This design comes from an exercise in tuning for small area on the open sky130 flow, not from production work.
Only simulation tests tie the RTL to the original design; equivalence was not proved.
Power figures rest on the tool's default switching activity, not on a simulated workload. The flow treats the clock pin as an ideal source, which a real chip does not have.

## v42
## dcache_top
module dcache_top (
  input  logic        CLK,
  input  logic        nRST,
  input  logic        halt,
  input  logic        dmemREN,
  input  logic        dmemWEN,
  input  logic [31:0] dmemaddr,
  input  logic [31:0] dmemstore,
  output logic        dhit,
  output logic [31:0] dmemload,
  output logic        flushed,
  output logic        dREN,
  output logic        dWEN,
  output logic [31:0] daddr,
  output logic [31:0] dstore,
  input  logic        dwait,
  input  logic [31:0] dload
);
For scale: about 5900 cells after synthesis, about 3000 flip-flops, roughly 200 I/O pins, roughly 100000 µm² of cells after synthesis.
export LEC_CHECK = 0
export CAP_MARGIN = 20
export CORE_MARGIN = 2
export CORE_UTILIZATION = 65
export PLACE_DENSITY = 0.75
export SETUP_SLACK_MARGIN = 0.2
export SLEW_MARGIN = 20
export SYNTH_HIERARCHICAL = 1
create_clock -name core_clock -period 14.0 [get_ports {CLK}]
standard.sh (not shown) runs the stock make flow with config.mk's settings and CLKGATE_MAP_FILE= SYNTH_SCRIPT=/design/flow/synth_recipe.tcl, a recipe that flattens the netlist after the stock synthesis.
==> flow/flow/run.sh <==
#!/bin/bash
# Layout flow: the standard flow (standard.sh, ORFS from synthesis to the
# final layout) with two changes to how buffers are chosen:
#  - clock tree: clusters of up to 30 flip-flops within 100 um per leaf
#    buffer, clkbuf_16 buffers only, and no dummy loads;
#  - port buffers: buf_1 cells (every input and output port still gets one).
# The full output of the flow goes to flow.log in this folder; ORFS keeps each
# step's own log under orfs/logs/.
set -euo pipefail
cd "$(dirname "$0")/.."
export CTS_ARGS="-sink_clustering_enable -repair_clock_nets -sink_clustering_size 30 -sink_clustering_max_diameter 100 -buf_list sky130_fd_sc_hd__clkbuf_16 -dont_use_dummy_load"
export BUFFER_PORTS_ARGS="-buffer_cell sky130_fd_sc_hd__buf_1"
bash standard.sh finish > flow.log 2>&1
Edits applied to the flow inputs when going from v42 to v39:
==> flow/config.mk <==
export PLATFORM = sky130hd
export DESIGN_NAME = dcache_top
export DESIGN_NICKNAME = dcache_top
export VERILOG_FILES = /design/flow/design.v
export SDC_FILE = /design/flow/constraint.sdc
export NUM_CORES = 4
export LEC_CHECK = 0
export CAP_MARGIN = 10
export CORE_MARGIN = 2
export CORE_UTILIZATION = 72
export PLACE_DENSITY = 0.8
export SETUP_SLACK_MARGIN = 0.2
export SLEW_MARGIN = 10
export SYNTH_HIERARCHICAL = 1
--- outcome ---
Taking v42 as the reference, in v39 combinational cell fraction of total power increased by 0.2 points relative to the old numbers; sequential share of layout area rose 0.25 points; area inside the core boundary moved down; vias after detailed routing +1438; top fanout value on the critical path saw a decrease. Non-clock buffer count was lower in v39 than in v42. The run showing the greater area growth from synthesis to layout is v42. The final reports for v39 and v42 show first-pass GRT wire length higher in the former. In the tables for v39 and v42, total wire length after detailed routing reads lower with v42. Lower remaining max-slew budget at the tightest pin goes to v42 over v39.
Changes in v22 relative to v39:
==> flow/config.mk <==
export PLATFORM = sky130hd
export DESIGN_NAME = dcache_top
export DESIGN_NICKNAME = dcache_top
export VERILOG_FILES = /design/flow/design.v
export SDC_FILE = /design/flow/constraint.sdc
export NUM_CORES = 4
export LEC_CHECK = 0
export CAP_MARGIN = 20
export CORE_MARGIN = 2
export CORE_UTILIZATION = 55
export PLACE_DENSITY = 0.65
export SETUP_SLACK_MARGIN = 0.2
export SLEW_MARGIN = 20
export SYNTH_HIERARCHICAL = 1
==> run notes <==
Per the final summary, v22 finished and its layout is clean on timing, DRC and antenna.
Taking v39 as the reference point, the via count of v22 falls by about 4%.
v22 vs v39 — global routing usage on met1 dropped 14 points.
Changes observed in v22 relative to v39: instance count after placement with tap cells included went up, wire length went down, met2 usage in global routing went down, initial core utilization went down.
Die area went up by more than a quarter going from v39 to v22.
Re number of synthesized flops with an enable pin: no difference whatsoever between v39 and v22.
[inputs] v6 vs v22
==> flow/config.mk <==
export PLATFORM = sky130hd
export DESIGN_NAME = dcache_top
export DESIGN_NICKNAME = dcache_top
export VERILOG_FILES = /design/flow/design.v
export SDC_FILE = /design/flow/constraint.sdc
export NUM_CORES = 4
export LEC_CHECK = 0
export CAP_MARGIN = 10
export CORE_MARGIN = 2
export CORE_UTILIZATION = 65
export PLACE_DENSITY = 0.75
export SETUP_SLACK_MARGIN = 0.2
export SLEW_MARGIN = 10
export SYNTH_HIERARCHICAL = 1
Notes after the runs:
Combined area of the multi-input logic cells: v22 vs v6 — no meaningful difference. On minimum clock period: between v6 and v22, it ends up higher for v6. In the reports for v6 and v22, the smaller multi-input combinational area share belongs to v22. Comparing the two runs side by side, v6 comes out ahead of v22 on first-pass GRT wire length. Going from v22 to v6, register-to-register slack shrinks by 1.55 ns.

==> port drivers added, routing unchanged <==
In the flow no input, the clock included, has a driving cell. The finished layouts below were timed again as built, in two steps.
Step 1 (the two cells are an assumption about what drives the block):
set clk [get_ports {CLK}]
set_driving_cell -lib_cell sky130_fd_sc_hd__clkbuf_16 $clk
set_driving_cell -lib_cell sky130_fd_sc_hd__buf_2 [delete_from_list [all_inputs] $clk]
Step 2 times the ports against the registers' clock, not the clock port: input delays grow and output delays shrink by t, the midpoint of the rising clock arrivals with the driver on.
a / b / c = ideal / step 1 / step 2; a / b = the first two.
run | shift t [ns] | setup slack, ns | clock arrival spread, ns | worst register clock-pin slew, ns | worst data-port slew with drivers (ns)
v42 | 0.843 | 0.487 / 0.453 / 0.453 | 0.123 / 0.123 | 0.12 / 0.12 | 0.10
v39 | 0.837 | 0.465 / 0.444 / 0.444 | 0.083 / 0.083 | 0.12 / 0.12 | 0.10
v22 | 0.863 | 0.661 / 0.624 / 0.624 | 0.088 / 0.088 | 0.12 / 0.12 | 0.16
v6 | 0.837 | 0.518 / 0.483 / 0.483 | 0.086 / 0.086 | 0.12 / 0.12 | 0.10
After both steps setup and hold are still met in every run listed. The setup slack of v22, which loses most, moves by -0.037 ns with the drivers and by -0.037 ns with both steps.
